This is an optimization exercise on Yosys and OpenROAD, whose aim is a short achievable clock period and few clock cycles per item, not a production implementation. In this exercise RTL edits were held to simulation tests only and were not proved equivalent to the original. Power and IR drop assume default switching activity.

Setup of north:
Design pixel_frame_statistics_unit, start of the top module:
module pixel_frame_statistics_unit (
    input  logic                      i_clk,
    input  logic                      i_rst_n,
    input  logic                      i_cfg_we,
    input  logic [pfs_pkg::CFG_W-1:0] i_cfg_wdata,
    input  logic                      i_pix_valid,
    output logic                      o_pix_ready,
    input  logic [24:0]               i_pix,
    output logic                      o_rpt_valid,
    input  logic                      i_rpt_ready,
    output logic [50:0]               o_rpt
);
    localparam int QD = 4;                    
    logic        r_ready;             
    logic        r_busy;              
    logic        rst_q;               
    logic        a_v;
    logic [24:0] a_pix;
    logic [7:0]  a_xs;                
    logic [7:0]  a_xc;                
    logic        a_we;
    logic [12:0] a_wd;
    logic        a_wdz;               
    logic        a_wdbig;             
    logic        a_wdle1;             
    logic [7:0]  in_r, in_g, in_b;
    assign o_pix_ready = r_ready;
    assign in_r = i_pix[24:17];
    assign in_g = i_pix[16:9];
  ...
==> flow/config.mk <==
export PLATFORM = sky130hd
export DESIGN_NAME = pixel_frame_statistics_unit
export DESIGN_NICKNAME = pixel_frame_statistics_unit
export VERILOG_FILES = /design/flow/design.v
export SDC_FILE = /design/flow/constraint.sdc
export NUM_CORES = 4
export LEC_CHECK = 0
export ABC_CLOCK_PERIOD_IN_PS = 1500
export CAP_MARGIN = 20
export CORE_MARGIN = 2
export CORE_UTILIZATION = 40
export CTS_CLUSTER_DIAMETER = 60
export CTS_CLUSTER_SIZE = 25
export PLACE_DENSITY = 0.6
export SETUP_SLACK_MARGIN = 2.8
export SLEW_MARGIN = 20
==> flow/constraint.sdc <==
create_clock -name core_clock -period 4.5 [get_ports {i_clk}]
set_input_delay 0.9000 -clock core_clock [delete_from_list [all_inputs] [get_ports {i_clk}]]
set_output_delay 0.9000 -clock core_clock [all_outputs]
set_load 0.01 [all_outputs]
standard.sh (not shown) runs the stock make flow with config.mk's settings and CLKGATE_MAP_FILE= SYNTH_SCRIPT=/design/flow/synth_recipe.tcl, a recipe that flattens the netlist after the stock synthesis.
==> flow/flow/run.sh <==
#!/bin/bash
# The standard layout, except that after placement each output port's
# buffer is moved next to the flip-flop that drives it (flow/near.tcl) and
# the placement is legalized again; then the standard flow carries on from
# clock tree synthesis. Synthesis is the standard one. Each tool's output
# goes to a log of its own here: orfs_place.log, near.log, orfs_finish.log
# (ORFS also keeps per-step logs under orfs/logs).
set -euo pipefail
bash standard.sh place > orfs_place.log 2>&1
RES=$(ls -d "$PWD"/orfs/results/*/pixel_frame_statistics_unit/base)
PLATFORM_DIR="$FLOW_HOME/platforms/$FLOW_PLATFORM" RESULTS="$RES" \
  openroad -no_init -exit flow/near.tcl > near.log 2>&1
bash standard.sh finish > orfs_finish.log 2>&1
==> flow/flow/near.tcl <==
# Moves each output port's buffer next to the flip-flop that drives it, so
# that the flip-flop's output sees one short wire, then legalizes. Reads and
# writes the placed design in place (ORFS's 3_place.odb).
set plat $::env(PLATFORM_DIR)
set res $::env(RESULTS)
read_db $res/3_place.odb
set block [ord::get_db_block]
set moved 0
foreach bt [$block getBTerms] {
  if {[$bt getIoType] ne "OUTPUT"} continue
  set net [$bt getNet]
  if {$net eq "NULL"} continue
  set buf ""
  foreach it [$net getITerms] {
    if {[$it isOutputSignal]} { set buf [$it getInst] }
  }
  if {$buf eq ""} continue
  # the buffer's input net and its driver
  set src ""
  foreach it [$buf getITerms] {
    if {[$it isInputSignal]} {
      set n [$it getNet]
      if {$n eq "NULL"} continue
      foreach jt [$n getITerms] { if {[$jt isOutputSignal]} { set src [$jt getInst] } }
    }
  }
  if {$src eq ""} continue
  lassign [$src getLocation] x y
  $buf setLocation $x $y
  incr moved
}
puts "near: moved $moved output buffers"
detailed_placement
check_placement -verbose
write_db $res/3_place.odb
Testbench counts of north, summed over its fixed seeds: cycles 11,236, pixels 11,032.
--- input diff north..south ---
- clearing CTS_CLUSTER_DIAMETER, which used to be 60
- clearing CTS_CLUSTER_SIZE, which used to be 25
==> flow/run.sh (new file) <==
#!/bin/bash
# synth_recipe.tcl (not shown) runs the flow's synth.tcl, then flattens the netlist and writes it again
# the make line also repeats each setting of config.mk as NAME=value (left out here)
make -C /OpenROAD-flow-scripts/flow DESIGN_CONFIG=/design/flow/config.mk WORK_HOME=/design/flow/orfs CLKGATE_MAP_FILE= SYNTH_SCRIPT=/design/flow/synth_recipe.tcl finish
removed: flow/flow/run.sh
removed: flow/flow/near.tcl
removed: flow/standard.sh
[summary]
Diff north..south | maximum clock path buffer count | negligible
south vs north — net switching power figure climbed by a few percent
From north to south the numbers moved as follows: highest achievable clock rate down 2.4%; total length of routed met3 wires went down by about 7%; sequential share of layout area fell by 1.5 points.
Edits applied to the flow inputs when going from south to east:
- SETUP_SLACK_MARGIN: 2.8 -> 3.0
==> summary.txt <==
- In east the part of the total power dissipated in sequential elements turned out 1.1 points higher than in south.
- east ends up with higher cell count than south does.
- Last weighted congestion value of the routability-driven placer ends up higher on south.
- Diff south -> east | final setup slack of the worst path | decrease of 0.040 ns
- Re power: east is 2.2% down on south.
- Power share of the clock group for east: 1.8 points down relative to south
- Sort south and east by number of nets at the end of the flow, descending, and east comes first.
- Compared to south, east has fraction of power spent switching nets 0.73 points higher.
- From south to east, async set-reset flop share out of synthesis did not move at all.
- Re cell row count: no difference whatsoever between south and east.
[inputs] west vs east
- swapping 3.0 for 2.8 in SETUP_SLACK_MARGIN
- putting CTS_CLUSTER_DIAMETER at 60 where nothing was set
- putting CTS_CLUSTER_SIZE at 25 where nothing was set
In summary, west completed successfully, with a layout that passed the timing, DRC and antenna checks. west improves on east in power in the clock group. Looking only at maximum ir drop on the vdd rail, and setting everything else aside, the lower value of west and east goes to east. Post-route clock period utilization for west is lower than for east. In the flow results for west and east, the area growth from synthesis to layout is smaller on west. In the metrics for west and east, the one carrying the higher share of cells above drive strength 1 is east. Setup slack in west is larger than in east. Reported for west and east, maximum net fanout on the critical path turned out identical to the last digit. Per the comparison of west with east, I/O pin count essentially unchanged; part of the total power dissipated in combinational logic increased 0.3 points; clock latency of the later-clocked register in the worst-skew pair decreased 0.03 ns; power in combinational cells decreased about 6%.

-- re-timing with driven ports --
The results above use ideal ports. As a check the final layouts listed here were re-extracted and re-timed, cells and wires unchanged.
Step 1 assumes that a clkbuf_16 drives the clock port and a buf_2 every other input.
Step 2 moves the port delays by t, midway between the first and last clock arrival at a register: inputs arrive t later, outputs are due t later. That takes back most of the time a late clock gives input paths.
Three values: ideal, step 1, step 2; two values: the first two.
run	t (ns)	slack for setup (ns)	hold WS [ns]
north	0.711	2.452 / 2.385 / 2.144	0.324 / 0.324 / 0.324
south	0.748	2.400 / 2.335 / 2.050	0.321 / 0.321 / 0.321
east	0.760	2.361 / 2.293 / 2.085	0.320 / 0.320 / 0.320
west	0.714	2.429 / 2.364 / 2.120	0.318 / 0.318 / 0.318
After both steps every run listed still meets setup and hold. The setup slack of south, which loses most, moves by -0.065 ns with the drivers and by -0.350 ns with both steps.
